This design comes from an exercise in tuning for small area, a short achievable clock period and few clock cycles per item on the open sky130 flow, not from production work. Only simulation tests tie the RTL to the original design; equivalence was not proved. Power and IR drop assume default switching activity.

==> run.sh <==
#!/bin/bash
# synth_recipe.tcl (not shown) runs the flow's synth.tcl, then flattens the netlist and writes it again
# the make line also repeats each setting of config.mk as NAME=value (left out here)
make -C /OpenROAD-flow-scripts/flow DESIGN_CONFIG=/design/flow/config.mk WORK_HOME=/design/flow/orfs CLKGATE_MAP_FILE= SYNTH_SCRIPT=/design/flow/synth_recipe.tcl finish
==> design.v <==
package noc_pkg;
    localparam int num_ports   = 4;
    localparam int num_sources = num_ports - 1;
    localparam int fifo_depth  = 8;
    localparam int fifo_ptr_w  = $clog2(fifo_depth);
    localparam int fifo_cnt_w  = fifo_ptr_w + 1;
    typedef logic [7:0] byte_t;
    typedef logic [3:0] node_t;
    typedef logic [1:0] port_t;
    typedef struct packed {
        node_t       src;
        node_t       dest;
        logic [23:0] data;
    } pkt_t;
    function automatic port_t route_port(input int router_id, input node_t dest);
        port_t p;
        p = 2'd0;
        if (router_id == 0) begin
            case (dest)
                4'd0:    p = 2'd0;
                4'd1:    p = 2'd2;
                4'd2:    p = 2'd3;
                default: p = 2'd1;
            endcase
        end else begin
            case (dest)
                4'd3:    p = 2'd0;
                4'd4:    p = 2'd1;
                4'd5:    p = 2'd2;
                default: p = 2'd3;
            endcase
        end
        route_port = p;
    endfunction
    function automatic port_t queue_slot(input port_t arrival, input port_t out_port);
        queue_slot = (arrival < out_port) ? arrival : port_t'(arrival - 2'd1);
    endfunction
    function automatic int dest_count(input int router_id, input int out_port);
        int n;
        n = 0;
        for (int d = 0; d < 16; d++) begin
            if (int'(route_port(router_id, node_t'(d))) == out_port) n = n + 1;
        end
        dest_count = n;
    endfunction
    function automatic int dest_first(input int router_id, input int out_port);
        int f;
        f = 0;
        for (int d = 15; d >= 0; d--) begin
            if (int'(route_port(router_id, node_t'(d))) == out_port) f = d;
        end
        dest_first = f;
    endfunction
endpackage
`timescale 1ns/1ps
module packet_fifo #(
    parameter bit       dest_fixed = 1'b0,
    parameter bit [3:0] dest_value = 4'd0
) (
    input  logic        clock,
    input  logic        reset_n,
    input  logic [31:0] data_in,
    input  logic        write,       
    input  logic        pop,         
    output logic        can_write,   
    output logic        can_read,    
    output logic [1:0][31:0] tap_data,   
    output logic        ne_next,     
    output logic        tap_next,    
    output logic        nonempty,
    output logic        full,
    output logic        almost_full  
);
    localparam int depth = noc_pkg::fifo_depth;
    localparam int pw    = noc_pkg::fifo_ptr_w;
    logic [pw-1:0] wr_pos;
    logic [pw-1:0] rd_pos;
    logic [pw-1:0] diff;       
    logic          ne_q;       
    logic          full_q;     
    logic          af_q;       
    logic          inc;
    logic          dec;
    assign nonempty    = ne_q;
    assign full        = full_q;
    assign almost_full = af_q;
    assign can_write   = !full_q && (wr_pos[1:0] == 2'd3);
    assign can_read    = ne_q && (rd_pos[1:0] == 2'd0);
    logic ne_dec;
    logic af_inc;
    assign diff   = rd_pos - wr_pos;
    assign ne_dec = (diff != pw'(1));
    assign af_inc = (diff == pw'(depth - 2));
    assign inc = write && !pop;
    assign dec = pop && !write;
    logic [pw-1:0] rd_pos_d;
    always_comb begin
        rd_pos_d = pop ? rd_pos : rd_pos + 1'b1;
        ne_next  = inc ? 1'b1 : dec ? ne_dec : ne_q;
    end
    assign tap_next = rd_pos_d[2];
    always_ff @(posedge clock, negedge reset_n) begin
        if (!reset_n) begin
            wr_pos <= '0;
            rd_pos <= '0;
            ne_q   <= 1'b0;
            full_q <= 1'b0;
            af_q   <= 1'b0;
        end else begin
            if (!write) wr_pos <= wr_pos + 1'b1;
            rd_pos <= rd_pos_d;
            ne_q   <= ne_next;
            if (inc) begin
                full_q <= af_q;
                af_q   <= af_inc;
            end else if (dec) begin
                full_q <= 1'b0;
                af_q   <= full_q;
            end
        end
    end
    localparam int sw = dest_fixed ? 28 : 32;
    logic [sw-1:0] ring [depth];
    logic [sw-1:0] din;
    logic [1:0][sw-1:0] dout;
    if (dest_fixed) begin : g_fixed
        assign din      = {data_in[31:28], data_in[23:0]};
        for (genvar t = 0; t < 2; t++) begin : g_tap
            assign tap_data[t] = {dout[t][27:24], dest_value, dout[t][23:0]};
        end
    end else begin : g_stored
        assign din      = data_in;
        assign tap_data = dout;
    end
    always_ff @(posedge clock) begin
        for (int i = 0; i < depth; i++) begin
            if (i == 0)
                ring[i] <= ~((write && wr_pos[2]) ? din : ring[depth - 1]);
            else if (i == depth / 2)
                ring[i] <= ~((write && !wr_pos[2]) ? ~din : ring[i - 1]);
            else
                ring[i] <= ring[i - 1];
        end
    end
    assign dout[0] = ~ring[0];
    assign dout[1] = ring[depth / 2];
endmodule
`timescale 1ns/1ps
module input_port #(
    parameter int router_id  = 0,
    parameter int port_index = 0
) (
    input  logic  clock,
    input  logic  reset_n,
    input  logic  put_inbound,
    input  noc_pkg::byte_t payload_inbound,
    input  logic [noc_pkg::num_ports-1:0] queue_can_write,    
    input  logic [noc_pkg::num_ports-1:0] queue_full,
    input  logic [noc_pkg::num_ports-1:0] queue_almost_full,
    output logic  free_inbound,
    output logic [31:0] packet,
    output logic [noc_pkg::num_ports-1:0] write               
);
    localparam int np = noc_pkg::num_ports;
    logic [1:0]    cnt;         
    logic [23:0]   upper;       
    logic          held;        
    logic [np-1:0] route;       
    logic [np-1:0] route_new;   
    logic          wr;
    logic          room_new;
    logic          free_q;
    assign free_inbound = free_q;
    always_comb begin
        route_new = '0;
        route_new[noc_pkg::route_port(router_id, upper[19:16])] = 1'b1;
        route_new[port_index] = 1'b0;
    end
    assign wr    = held && |(route & queue_can_write);
    assign write = wr ? route : '0;
    assign room_new = !(|(route_new & queue_full) ||
                        (held && |(route_new & route & queue_almost_full)));
    always_ff @(posedge clock, negedge reset_n) begin
        if (!reset_n) begin
            cnt    <= '0;
            held   <= 1'b0;
            route  <= '0;
            free_q <= 1'b0;
        end else begin
            if (wr) held <= 1'b0;
            if (cnt == 2'd0) begin
                if (put_inbound && free_q) begin
                    cnt    <= 2'd3;
                    free_q <= 1'b0;
                end else begin
                    free_q <= !held || !(|(route & queue_full));
                end
            end else begin
                cnt <= cnt - 1'b1;
                if (cnt == 2'd1) begin
                    if (|route_new) begin
                        held  <= 1'b1;
                        route <= route_new;
                    end
                    free_q <= !(|route_new) || room_new;
                end
            end
        end
    end
    always_ff @(posedge clock) begin
        upper <= {upper[15:0], payload_inbound};
        if (cnt == 2'd1) packet <= {upper, payload_inbound};
    end
endmodule
`timescale 1ns/1ps
module output_port #(
    parameter bit       dest_fixed = 1'b0,
    parameter bit [3:0] dest_value = 4'd0
) (
    input  logic                         clock,
    input  logic                         reset_n,
    input  logic                         free_outbound,
    input  logic [noc_pkg::num_sources-1:0]        queue_nonempty,
    input  logic [noc_pkg::num_sources-1:0]        queue_can_read,
    input  logic [noc_pkg::num_sources-1:0][1:0][31:0]  queue_tap_data,
    input  logic [noc_pkg::num_sources-1:0]        queue_ne_next,
    input  logic [noc_pkg::num_sources-1:0]        queue_tap_next,
    output logic [noc_pkg::num_sources-1:0]        queue_pop,
    output logic                         put_outbound,
    output noc_pkg::byte_t                        payload_outbound
);
    localparam int ns = noc_pkg::num_sources;
    logic [ns-1:0] last;      
    logic [ns-1:0] pick;      
    logic [31:0]   pick_data;
    logic          fill;
    logic          start;
    logic          pf_valid;
    logic [31:0]   pf;
    logic [1:0]    bcnt;      
    logic          put_q;
    logic [31:0]   tx;
    assign put_outbound     = put_q;
    assign payload_outbound = tx[31:24];
    function automatic logic [ns-1:0] rr(input logic [ns-1:0] l, input logic [ns-1:0] ne);
        logic [ns-1:0] p;
        p = '0;
        for (int k = ns; k >= 1; k--) begin
            for (int j = 0; j < ns; j++) begin
                if (l[j] && ne[(j + k) % ns]) begin
                    p = '0;
                    p[(j + k) % ns] = 1'b1;
                end
            end
        end
        rr = p;
    endfunction
    assign pick = rr(last, queue_nonempty);
    logic [ns-1:0]      last_d;
    logic [ns-1:0]      pick_d;
    logic [ns-1:0][1:0] sel_d;
    logic [ns-1:0][1:0] sel_q;
    assign last_d = fill ? pick : last;
    assign pick_d = rr(last_d, queue_ne_next);
    always_comb begin
        for (int j = 0; j < ns; j++) begin
            sel_d[j][0] = pick_d[j] && !queue_tap_next[j];
            sel_d[j][1] = pick_d[j] &&  queue_tap_next[j];
        end
    end
    always_comb begin
        pick_data = '0;
        for (int j = 0; j < ns; j++)
            for (int t = 0; t < 2; t++)
                pick_data |= sel_q[j][t] ? queue_tap_data[j][t] : 32'h0;
    end
    logic          idle;
    logic [ns-1:0] take_empty;    
    logic [ns-1:0] take_swap;     
    assign idle       = (bcnt == 2'd0);
    assign start      = idle && pf_valid && free_outbound;
    assign take_empty = (pick & queue_can_read) & {ns{!pf_valid}};
    assign take_swap  = (pick & queue_can_read) & {ns{idle && pf_valid}};
    assign queue_pop  = take_empty | (take_swap & {ns{free_outbound}});
    assign fill       = |queue_pop;
    always_ff @(posedge clock, negedge reset_n) begin
        if (!reset_n) begin
            last     <= ns'(1) << (ns - 1);
            sel_q    <= '0;
            pf_valid <= 1'b0;
            bcnt     <= '0;
            put_q    <= 1'b0;
        end else begin
            put_q <= start;
            sel_q <= sel_d;
            if (fill) begin
                last     <= pick;
                pf_valid <= 1'b1;
            end else if (start) begin
                pf_valid <= 1'b0;
            end
            if (start)              bcnt <= 2'd3;
            else if (bcnt != 2'd0)  bcnt <= bcnt - 1'b1;
        end
    end
    always_ff @(posedge clock) begin
        if (fill) begin
            pf[31:28] <= pick_data[31:28];
            pf[23:0]  <= pick_data[23:0];
        end
        tx[31:8] <= idle ? pf[31:8] : tx[23:0];
        tx[7:0]  <= pf[7:0];
    end
    if (dest_fixed) begin : g_fixed
        assign pf[27:24] = dest_value;
    end else begin : g_stored
        always_ff @(posedge clock) begin
            if (fill) pf[27:24] <= pick_data[27:24];
        end
    end
endmodule
`timescale 1ns/1ps
module noc_router #(
    parameter int router_id = 0
) (
    input  logic                    clock,
    input  logic                    reset_n,
    input  logic  [noc_pkg::num_ports-1:0]   put_inbound,
    input  noc_pkg::byte_t [noc_pkg::num_ports-1:0]   payload_inbound,
    input  logic  [noc_pkg::num_ports-1:0]   free_outbound,
    output logic  [noc_pkg::num_ports-1:0]   free_inbound,
    output logic  [noc_pkg::num_ports-1:0]   put_outbound,
    output noc_pkg::byte_t [noc_pkg::num_ports-1:0]   payload_outbound
);
    localparam int np = noc_pkg::num_ports;
    localparam int ns = noc_pkg::num_sources;
    logic [np-1:0][31:0]   in_packet;
    logic [np-1:0][np-1:0] in_write;
    logic [np-1:0][np-1:0] in_can_write;
    logic [np-1:0][np-1:0] in_full;
    logic [np-1:0][np-1:0] in_almost_full;
    logic [np-1:0][ns-1:0]       q_nonempty;
    logic [np-1:0][ns-1:0]       q_can_read;
    logic [np-1:0][ns-1:0]       q_pop;
    logic [np-1:0][ns-1:0][1:0][31:0] q_tap_data;
    logic [np-1:0][ns-1:0]       q_ne_next;
    logic [np-1:0][ns-1:0]       q_tap_next;
    for (genvar i = 0; i < np; i++) begin : g_in
        input_port #(
            .router_id  (router_id),
            .port_index (i)
        ) i_input_port (
            .clock             (clock),
            .reset_n           (reset_n),
            .put_inbound       (put_inbound[i]),
            .payload_inbound   (payload_inbound[i]),
            .queue_can_write   (in_can_write[i]),
            .queue_full        (in_full[i]),
            .queue_almost_full (in_almost_full[i]),
            .free_inbound      (free_inbound[i]),
            .packet            (in_packet[i]),
            .write             (in_write[i])
        );
    end
    for (genvar o = 0; o < np; o++) begin : g_out
        localparam bit fixed = (noc_pkg::dest_count(router_id, o) == 1);
        localparam bit [3:0] dval = 4'(noc_pkg::dest_first(router_id, o));
        assign in_can_write[o][o]   = 1'b0;
        assign in_full[o][o]        = 1'b0;
        assign in_almost_full[o][o] = 1'b0;
        for (genvar s = 0; s < ns; s++) begin : g_slot
            localparam int src = (s < o) ? s : s + 1;
            logic full;
            logic almost_full;
            assign in_full[src][o]        = full;
            assign in_almost_full[src][o] = almost_full;
            packet_fifo #(
                .dest_fixed (fixed),
                .dest_value (dval)
            ) i_packet_fifo (
                .clock       (clock),
                .reset_n     (reset_n),
                .data_in     (in_packet[src]),
                .write       (in_write[src][o]),
                .pop         (q_pop[o][s]),
                .can_write   (in_can_write[src][o]),
                .can_read    (q_can_read[o][s]),
                .tap_data    (q_tap_data[o][s]),
                .ne_next     (q_ne_next[o][s]),
                .tap_next    (q_tap_next[o][s]),
                .nonempty    (q_nonempty[o][s]),
                .full        (full),
                .almost_full (almost_full)
            );
        end
        output_port #(
            .dest_fixed (fixed),
            .dest_value (dval)
        ) i_output_port (
            .clock            (clock),
            .reset_n          (reset_n),
            .free_outbound    (free_outbound[o]),
            .queue_nonempty   (q_nonempty[o]),
            .queue_can_read   (q_can_read[o]),
            .queue_tap_data   (q_tap_data[o]),
            .queue_ne_next    (q_ne_next[o]),
            .queue_tap_next   (q_tap_next[o]),
            .queue_pop        (q_pop[o]),
            .put_outbound     (put_outbound[o]),
            .payload_outbound (payload_outbound[o])
        );
    end
endmodule
==> config.mk <==
export PLATFORM = sky130hd
export DESIGN_NAME = noc_router
export DESIGN_NICKNAME = noc_router
export VERILOG_FILES = /design/flow/design.v
export SDC_FILE = /design/flow/constraint.sdc
export NUM_CORES = 4
export LEC_CHECK = 0
export ABC_CLOCK_PERIOD_IN_PS = 2500
export CAP_MARGIN = 20
export CORE_MARGIN = 2
export CORE_UTILIZATION = 70
export CTS_CLUSTER_DIAMETER = 70
export CTS_CLUSTER_SIZE = 30
export PLACE_DENSITY = 0.78
export SETUP_SLACK_MARGIN = 2.9
export SLEW_MARGIN = 20
==> constraint.sdc <==
create_clock -name core_clock -period 5.5 [get_ports {clock}]
set_input_delay 1.1000 -clock core_clock [delete_from_list [all_inputs] [get_ports {clock}]]
set_output_delay 1.1000 -clock core_clock [all_outputs]
set_load 0.01 [all_outputs]
==> run summary, run 1 <==
PLACED DESIGN
------------------------------------------------------------------------------
Routability congestion estimate from global placement                   0.8621
HPWL Detailed                                                         119.4 mm
Buffers added on ports                                                      81

FLOORPLAN
------------------------------------------------------------------------------
I/O pin cnt                                                                 82
Initial Utilization                                                     70.62%
Count of standard-cell rows                                                131
Die Footprint                                                       131700 um2
Placeable core area                                                 127700 um2
X dimension of the die                                                362.9 um
Die Height                                                            362.9 um

ROUTING
------------------------------------------------------------------------------
Detailed-router iteration count before antenna repair                        8
Wire length per cell                                                  24.13 um
Final routed wirelength across all metal layers                       192.9 mm
Number of vias after detailed routing                                    44859
Routed Antenna Nets                                                          0
Post-route DRC violation count                                               0
Iteration-0 DRC count of the detailed router                              3849
Detail-routed via count per cell                                         5.612

YOSYS
------------------------------------------------------------------------------
Mapped Nets                                                               6270
Proportion of synthesized area in mux cells                             5.169%
Synthesized area per cell                                            14.70 um2
Dominant combinational cell family by area after synthesis        compound AO/OA/AOI/OAI gates
Share of Yosys cell area claimed by the top area cell type              66.79%
Post-synthesis async set-or-reset flop share                            5.471%
Cell with the most instances after synthesis                      sky130_fd_sc_hd__dfxtp_1
Synth Area in Adders                                                    1.432%
Cell taking the most area after synthesis                         sky130_fd_sc_hd__dfxtp_1
Xor/xnor share of the synthesized area                                 0.7674%
Complex-gate fraction of the synthesized area                           6.758%
Number of warnings issued by yosys                                          19
Cell area after synthesis                                            90160 um2
Flop and latch count out of synthesis                                     3436
Synthesized instance count                                                6132
Commonest cells post-synth                                        sky130_fd_sc_hd__dfxtp_1, sky130_fd_sc_hd__nor2_1, sky130_fd_sc_hd__a21oi_1
Number of enable-type register cells in the synthesized netlist            240
Simple-gate share of the synthesized area                               3.913%
Number of unique standard cell types used by synthesis                      85
Ranking of synthesized cells by area                              sky130_fd_sc_hd__dfxtp_1, sky130_fd_sc_hd__edfxtp_1, sky130_fd_sc_hd__dfrtp_1
Sequential-to-total area share from yosys stat                          80.00%
Primary FF master, synth                                          sky130_fd_sc_hd__dfxtp_1

CRITICAL PATH
------------------------------------------------------------------------------
Crit Reg-Reg Endpoint                                             g_out[0].i_output_port.pf[21]$_DFFE_PN_
Worst setup slack for register-to-register paths                       2910 ps
Setup crit end kind                                                       flop
Worst setup path endpoint                                         g_out[0].i_output_port.pf[21]$_DFFE_PN_
CP max FO                                                                   17
Worst r2r path cells                                                         5
Launching element type of the critical path                               flop
Crit Reg-Reg Startpoint                                           g_out[0].i_output_port.sel_q[0]$_DFF_PN0_
Critical Path AT                                                       3100 ps
Required time of the critical path                                     6010 ps
Source of the critical timing path                                g_out[0].i_output_port.sel_q[0]$_DFF_PN0_
Crit Path Class                                                   flop to flop

OUTCOME
------------------------------------------------------------------------------
Run status                                            timing/DRC/antenna clean

GLOBAL ROUTE
------------------------------------------------------------------------------
First-pass GRT wire length                                            283.8 mm
Overall routing resource usage                                          29.14%
Via count of the first global-routing pass                               45695
Initial antenna violation count                                              6
Largest net degree at the start of global routing                           85
Total overflow reported by the global router                                 0

PWR
------------------------------------------------------------------------------
Leakage dissipation                                                   39.18 nW
Maximum ir drop on the vdd rail                                      0.4535 mV
Power Dens Cells                                                  636.8 nW/um2
Total power draw                                                     0.06229 W

STA
------------------------------------------------------------------------------
Hold Worst Slack                                                      314.2 ps
Post-route setup TNS                                                      0 ps
Max Clk Rate                                                        0.3867 GHz
Actual slew at the worst max-slew pin                                  1057 ps
Max-slew violation count                                                     0
Unrepaired setup endpoints after global routing                            yes
Final number of hold-violating endpoints                                     0
Rel. slew slack                                                         29.53%
Total setup violations reported at the end of the flow                       0
Shortest clock period the worst path allows after layout               2586 ps
Ratio of final minimum period to clock period                           47.02%
Skew final                                                            39.64 ps

FINISH
------------------------------------------------------------------------------
Final-layout fill cell count                                              7309
Ratio of cells with drive above 1 in the final layout                   8.924%
Net count, final                                                          6364
Share of the core filled with cells in the final layout                 76.61%
Antenna diodes                                                               0
Layout-stage area growth over the synthesis result                      8.489%

CLOCK NETWORK
------------------------------------------------------------------------------
Number of buffers added by the clock tree synthesis step                   139
Cts-stage hold buffer count                                                  0
Insertion delay to the later sink of the worst-skew pair                810 ps
TritonCTS clock tree                                                     built
Number of sinks handled by clock tree synthesis                           3436
Number of H-tree branching levels                                            4
Clock transition at the registers of the reported paths                 110 ps
Maximum buffer depth of the clock tree                                       3
Root buffer cell                                                  sky130_fd_sc_hd__clkbuf_16

HOLD PATH
------------------------------------------------------------------------------
Worst Hold Depth                                                             0
Worst hold path class                                             flop to flop

JOB
------------------------------------------------------------------------------
Number of max-capacitance violations reported                                0

-- kinds of logic (layout without fill, tap and decap cells) --
| group | Yosys count | in the layout |
|---|---|---|
| DFF | 3436 | 3436 |
| AOI/OAI and AO/OA | 906 | 906 |
| and+or+nand+nor | 800 | 803 |
| adders and majority gates | 96 | 96 |
| buffers and inverters | 375 | 571 |
| xor gates and xnor gates | 66 | 66 |
| muxes | 453 | 453 |
-- stage by stage --
stage                     cell area [um2]  setup slack [ps]  std cells
after floorplan                     90420              2838       6132
after global placement              92500              1923       7688
after detailed placement            92500              1854       7688
after CTS                           97220              2680       7958
after global routing                97820              2804       7993
final                               97820              2914       7993
-- cells in the final DEF, fill, tap and decap left out, types with 16 or more instances in the layout --
cell | synthesis | routed
sky130_fd_sc_hd__dfxtp_1 | 3008 | 3005
sky130_fd_sc_hd__nor2_1 | 417 | 414
sky130_fd_sc_hd__a21oi_1 | 391 | 388
sky130_fd_sc_hd__mux2i_1 | 352 | 352
sky130_fd_sc_hd__edfxtp_1 | 240 | 240
sky130_fd_sc_hd__dfrtp_1 | 184 | 178
sky130_fd_sc_hd__nand2_1 | 180 | 176
sky130_fd_sc_hd__clkbuf_16 | 0 | 150
sky130_fd_sc_hd__a2bb2oi_1 | 121 | 121
sky130_fd_sc_hd__inv_1 | 112 | 108
sky130_fd_sc_hd__mux2_2 | 101 | 101
sky130_fd_sc_hd__o21ai_0 | 92 | 92
sky130_fd_sc_hd__buf_4 | 72 | 84
sky130_fd_sc_hd__a221oi_1 | 81 | 78
sky130_fd_sc_hd__clkbuf_1 | 79 | 67
sky130_fd_sc_hd__ha_1 | 84 | 63
sky130_fd_sc_hd__o221ai_1 | 52 | 52
sky130_fd_sc_hd__xnor2_1 | 52 | 52
sky130_fd_sc_hd__nand3_1 | 54 | 48
sky130_fd_sc_hd__clkdlybuf4s50_1 | 0 | 38
sky130_fd_sc_hd__nor2b_1 | 31 | 31
sky130_fd_sc_hd__o22ai_1 | 28 | 28
sky130_fd_sc_hd__dlygate4sd2_1 | 0 | 28
sky130_fd_sc_hd__o211ai_1 | 26 | 26
sky130_fd_sc_hd__inv_2 | 21 | 18
sky130_fd_sc_hd__nor3_1 | 19 | 16
-- repair_timing --
| action | 4_1_cts | 5_1_grt |
|---|---|---|
| endpoints found under the setup margin | 368 | 242 |
| gates resized for setup | 112 | 61 |
| gates cloned | 1 | 4 |
| pin swaps | 9 | 14 |
| setup buffers | 23 | 31 |
-- worst min path at each step --
| stage | from | endpoint | slack [ps] |
|---|---|---|---|
| after global placement | g_out[1].g_slot[2].i_packet_fifo.ring[6][25]$_DFF_P_ | g_out[1].g_slot[2].i_packet_fifo.ring[7][25]$_DFF_P_ | 310 |
| after CTS | reset_n | g_out[3].i_output_port.sel_q[2]$_DFF_PN0_ | 320 |
| final | g_out[3].g_slot[2].i_packet_fifo.ring[6][16]$_DFF_P_ | g_out[3].g_slot[2].i_packet_fifo.ring[7][16]$_DFF_P_ | 310 |
| after global routing | g_out[3].g_slot[0].i_packet_fifo.ring[2][24]$_DFF_P_ | g_out[3].g_slot[0].i_packet_fifo.ring[3][24]$_DFF_P_ | 320 |
| after detailed placement | g_out[1].g_slot[0].i_packet_fifo.ring[5][27]$_DFF_P_ | g_out[1].g_slot[0].i_packet_fifo.ring[6][27]$_DFF_P_ | 310 |
| after floorplan | g_out[0].g_slot[0].i_packet_fifo.ring[1][0]$_DFF_P_ | g_out[0].g_slot[0].i_packet_fifo.ring[2][0]$_DFF_P_ | 310 |
-- worst max-delay path, stage by stage (launching register included) --
cell and delay, ps:
sky130_fd_sc_hd__dfrtp_1 380, sky130_fd_sc_hd__inv_2 480, sky130_fd_sc_hd__buf_4 440, sky130_fd_sc_hd__o21ai_0 400, sky130_fd_sc_hd__a221oi_1 360, sky130_fd_sc_hd__o221ai_1 220
-- routing by layer --
layer	wire, um	vias up	global-route usage, %
met5	0	-	0
met4	8690	0	13.28
met3	9132	322	3.189
met2	89560	1244	46.38
met1	85480	22399	40.77
li1	-	20894	-
-- state kept, by name, indices dropped and copies added, names as in the netlist, 24 cells and up --
signal / count
g_out.g_slot.i_packet_fifo.ring: 2784
g_out.g_slot.i_packet_fifo.wr_pos: 36
g_out.i_output_port.pf: 116
g_out.i_output_port.sel_q: 24
g_in.i_input_port.packet: 124
g_in.i_input_port.upper: 96
g_out.i_output_port.tx: 128
g_out.g_slot.i_packet_fifo.rd_pos: 36
-- final cells by class --
type / count / area, um2 / area share, %
Clock buffer: 220 / 4024 / 4.114
Clock inverter: 26 / 332.8 / 0.3402
Inverter: 139 / 551.8 / 0.5641
Multi-Input combinational cell: 2324 / 16950 / 17.33
Sequential cell: 3436 / 72150 / 73.76
Tap cell: 1662 / 2079 / 2.126
Timing Repair Buffer: 186 / 1727 / 1.765
-- power by group --
group	internal, W	switching, W
registers	0.0347	0.00443
logic	0.00450	0.00602
clock network	0.00524	0.00739
Testbench counts, summed over its fixed seeds: cycles 7,266, items 6,400.
==> run 2: changes to the inputs <==
--- a/config.mk
+++ b/config.mk
@@ -12,5 +12,5 @@
 export CTS_CLUSTER_DIAMETER = 70
 export CTS_CLUSTER_SIZE = 30
 export PLACE_DENSITY = 0.78
-export SETUP_SLACK_MARGIN = 2.9
+export SETUP_SLACK_MARGIN = 3.1
 export SLEW_MARGIN = 20
==> run summary, run 2 <==
ROUTING
----------------------------------------------------------------------------------
Routed Antenna Nets                                                              0   unchanged
Post-route DRC violation count                                                   0   unchanged
Number of vias after detailed routing                                        45523   +1.5%
Iteration-0 DRC count of the detailed router                                  3616   -6.1%
Detail-routed via count per cell                                             5.648   +0.64%
Final routed wirelength across all metal layers                           194.4 mm   +0.78%
Wire length per cell                                                      24.12 um   about the same
Detailed-router iteration count before antenna repair                            7   -1

CLOCK NETWORK
----------------------------------------------------------------------------------
Clock transition at the registers of the reported paths                     100 ps   about the same
Number of H-tree branching levels                                                4   unchanged
Number of sinks handled by clock tree synthesis                               3436   unchanged
Insertion delay to the later sink of the worst-skew pair                    810 ps   about the same
Root buffer cell                                                      sky130_fd_sc_hd__clkbuf_16
Cts-stage hold buffer count                                                      0   unchanged
Number of buffers added by the clock tree synthesis step                       141   +1.4%
Maximum buffer depth of the clock tree                                           3   unchanged
TritonCTS clock tree                                                         built

HOLD PATH
----------------------------------------------------------------------------------
Worst hold path class                                                 input port to asynchronous set/reset pin

CRITICAL PATH
----------------------------------------------------------------------------------
Crit Path Class                                                       flop to primary output
Crit Reg-Reg Startpoint                                               g_out[3].i_output_port.bcnt[1]$_DFFE_PN0P_
Setup crit end kind                                                   primary output
Crit-path slowest cell                                                sky130_fd_sc_hd__dfrtp_2
Critical Path AT                                                           1400 ps   -1700 ps
Top cell family by delay on the critical path                           flip-flops
Buffer and inverter count on the worst path                                      1   -1
CP cell instances                                                            buf_6
CP max FO                                                                        2   -15
Worst r2r path cells                                                            14   +9
Worst setup slack for register-to-register paths                           3040 ps   +130 ps
Launching element type of the critical path                                   flop
Required time of the critical path                                         4400 ps   -1610 ps
Delay of the slowest cell on the worst path                                 470 ps   about the same
Crit Reg-Reg Endpoint                                                 g_out[3].i_output_port.sel_q[3]$_DFF_PN0_

FINISH
----------------------------------------------------------------------------------
Registers with the highest flip-flop counts                           g_out.g_slot.i_packet_fifo.ring (2784), g_out.i_output_port.tx (128), g_in.i_input_port.packet (124)
Net count, final                                                              6436   +1.1%
Top reg by flops                                                      g_out.g_slot.i_packet_fifo.ring
Final design area excluding fillers                                      98900 um2   +1.1%
Ratio of cells with drive above 1 in the final layout                       11.49%   +2.6 points
Final-layout fill cell count                                                  7225   -1.1%
Share of the core filled with cells in the final layout                     77.46%   +0.85 points
Highest-count cells in the layout ignoring fill and taps              sky130_fd_sc_hd__dfxtp_1, sky130_fd_sc_hd__nor2_1, sky130_fd_sc_hd__a21oi_1, sky130_fd_sc_hd__mux2i_1, sky130_fd_sc_hd__edfxtp_1
Layout-stage area growth over the synthesis result                          9.687%
Most common cell after layout, fill and taps aside                    sky130_fd_sc_hd__dfxtp_1
Flip-flop count of the largest register, all copies and words added           2784   unchanged

YOSYS
----------------------------------------------------------------------------------
Flop and latch count out of synthesis                                         3436   unchanged
Share of Yosys cell area claimed by the top area cell type                  66.79%   unchanged
Number of enable-type register cells in the synthesized netlist                240   unchanged
Post-synthesis async set-or-reset flop share                                5.471%   unchanged
Ranking of synthesized cells by area                                  sky130_fd_sc_hd__dfxtp_1, sky130_fd_sc_hd__edfxtp_1, sky130_fd_sc_hd__dfrtp_1
Sequential-to-total area share from yosys stat                              80.00%   unchanged
Cell taking the most area after synthesis                             sky130_fd_sc_hd__dfxtp_1
Primary FF master, synth                                              sky130_fd_sc_hd__dfxtp_1
Number of warnings issued by yosys                                              19   unchanged
Cell with the most instances after synthesis                          sky130_fd_sc_hd__dfxtp_1
Commonest cells post-synth                                            sky130_fd_sc_hd__dfxtp_1, sky130_fd_sc_hd__nor2_1, sky130_fd_sc_hd__a21oi_1
Synthesized area per cell                                                14.70 um2   unchanged
Number of unique standard cell types used by synthesis                          85   unchanged
Mapped Nets                                                                   6270   unchanged
Cell area after synthesis                                                90160 um2   unchanged
Synthesized instance count                                                    6132   unchanged

PWR
----------------------------------------------------------------------------------
Cell internal power dissipation                                          0.04500 W   +1.3%
Power share of the clock group                                               20.4%   about the same
Maximum ir drop on the vdd rail                                          0.5167 mV   +14%
Switching pwr                                                            0.01825 W   +2.2%
Switching part of the total power                                           28.85%   +0.20 points
Total power draw                                                         0.06325 W   +1.5%
Power Dens Cells                                                      639.5 nW/um2   +0.43%
Sequential Power Share                                                       61.9%   -0.9 points
Leakage dissipation                                                       39.58 nW   +1.0%
Share of power burned in combinational logic                                 17.7%   +0.8 points

GLOBAL ROUTE
----------------------------------------------------------------------------------
Via count of the first global-routing pass                                   45994   +0.65%
Total overflow reported by the global router                                     0   unchanged
Largest net degree at the start of global routing                              134   +58%
First-pass GRT wire length                                                285.2 mm   +0.53%
Initial antenna violation count                                                  9   +3
Overall routing resource usage                                              29.23%   +0.085 points

STA
----------------------------------------------------------------------------------
Final Worst Setup Slack                                                    3004 ps   +89.83 ps
Total setup violations reported at the end of the flow                           0   unchanged
Max Clk Rate                                                            0.4006 GHz   +3.6%
Max-slew violation count                                                         0   unchanged
Ratio of final minimum period to clock period                               45.39%   -1.6 points
Unrepaired setup endpoints after global routing                                yes
Post-route setup TNS                                                          0 ps   unchanged
Rel. slew slack                                                             25.93%   -3.6 points
Skew final                                                                46.86 ps   +7.221 ps
Shortest clock period the worst path allows after layout                   2496 ps   -89.83 ps
Final number of hold-violating endpoints                                         0   unchanged
Actual slew at the worst max-slew pin                                      1111 ps   +53.86 ps

PLACED DESIGN
----------------------------------------------------------------------------------
HPWL Detailed                                                             117.6 mm   -1.5%
Pre-CTS worst setup slack                                                  1798 ps   -55.82 ps
Routability congestion estimate from global placement                       0.8501   -1.4%
Placed cell area                                                         92530 um2   about the same
Buffers added on ports                                                          81   unchanged

FLOORPLAN
----------------------------------------------------------------------------------
Count of standard-cell rows                                                    131   unchanged
Die Height                                                                362.9 um   unchanged
X dimension of the die                                                    362.9 um   unchanged
Die Footprint                                                           131700 um2   unchanged
Initial Utilization                                                         70.62%   unchanged
Placeable core area                                                     127700 um2   unchanged
I/O pin cnt                                                                     82   unchanged

OUTCOME
----------------------------------------------------------------------------------
Run status                                                timing/DRC/antenna clean

JOB
----------------------------------------------------------------------------------
Number of max-capacitance violations reported                                    0   unchanged

## run 2: cell types whose count changed in the layout (fill, tap and decap cells not counted), sizes merged, moves of 2 or more
cell           previous run  this run
clkinv                   15        13
buf                     108       211
clkdlybuf4s50            38        36
clkdlybuf4s15             7         0
clkbuf                  223       215
clkinvlp                  0         2
dlymetal6s2s              2         0
dlygate4sd2              28         4
and2                     19        21
bufinv                    0         3
## run 2: metal layers
layer  share of wire (%)  vias up  track usage, %
li1                    -    21026               -
met1                  43    22879           40.42
met4                 4.2        0           11.49
met2                  47     1270           47.68
met3                 4.9      348           3.450
met5                   0        -               0
## run 2: cell families (layout without fill, tap and decap cells)
family          Yosys count  in the layout  share of synthesized area, %
simple gates            800            806                         3.913
xor+xnor                 66             66                        0.7674
mux                     453            453                         5.169
compound gates          906            906                         6.758
flops                  3436           3436                         80.00
other cells               0              1                             0
buf+inv                 375            634                         1.957
fa+ha+maj                96             96                         1.432
## run 2: worst max path at each step
stage                                                           startpoint                                         to  slack [ps]  cells after the start
finish                             g_in[2].i_input_port.free_q$_DFFE_PN0P_                            free_inbound[2]        3000                      1
global placement                                          free_outbound[0]  g_out[0].i_output_port.sel_q[3]$_DFF_PN0_        1890                     10
detailed placement                                        free_outbound[1]  g_out[1].i_output_port.sel_q[4]$_DFF_PN0_        1800                     10
global route        g_out[0].g_slot[0].i_packet_fifo.wr_pos[0]$_DFFE_PN0N_  g_out[2].i_output_port.sel_q[5]$_DFF_PN0_        2940                     11
floorplan                                                 free_outbound[3]  g_out[3].i_output_port.sel_q[3]$_DFF_PN0_        2840                      9
CTS                                g_in[0].i_input_port.free_q$_DFFE_PN0P_                            free_inbound[0]        2970                      1
## run 2: through the flow
stage,hold WS (ps),std cells
6_report,267.8,8060
5_1_grt,277.5,8059
4_1_cts,243.0,7998
3_5_place_dp,312.1,7687
3_3_place_gp,309.5,7687
2_1_floorplan,309.6,6132
## run 2: power by group through the flow
stage / clock [W] / combinational, W / sequential, W
floorplan: 0 / 0.00715 / 0.0373
global route: 0.0139 / 0.0120 / 0.0399
global placement: 0 / 0.00946 / 0.0391
CTS: 0.0130 / 0.0105 / 0.0391
finish: 0.0129 / 0.0112 / 0.0391
detailed placement: 0 / 0.00977 / 0.0394
## run 2: timing repair
item | 4_1_cts | 5_1_grt
endpoints found under the setup margin | 674 | 387
resized for setup | 282 | 111
setup buffers | 63 | 60
cloned | 6 | 1
pin swaps | 31 | 46
## run 2: cell type report
class	instances	area [um2]	area share (%)
multi-input cells	2327	17350	17.54
clock inverters	28	462.9	0.4681
well taps	1662	2079	2.103
inverters	139	560.5	0.5668
repair buffers	253	2236	2.261
clock buffers	214	4025	4.070
diodes	1	2.502	0.002530
flip-flops and latches	3436	72180	72.99

## re-timing with driven ports
How much do the figures lean on ideal ports? The routed layouts below were timed once more, with nothing changed but the port constraints.
Step 1: set_driving_cell puts a clkbuf_16 on clock and a buf_2 on each other input, an assumption about the parent block.
Step 2 times the ports against the registers' clock, not the clock port: input delays grow and output delays shrink by t, the midpoint of the rising clock arrivals with the driver on.
Three values: no drivers, after step 1, after step 2; two values: the first two.
run | t (ns) | slack for setup (ns) | worst setup path after step 2
run 1 | 0.871 | 2.914 / 2.875 / 2.196 | input to register
run 2 | 0.865 | 3.004 / 2.923 / 2.323 | input to register
After both steps setup and hold are still met in every run listed. For run 1, which loses most, drivers alone change the setup slack by -0.039 ns; drivers and shift together by -0.718 ns.
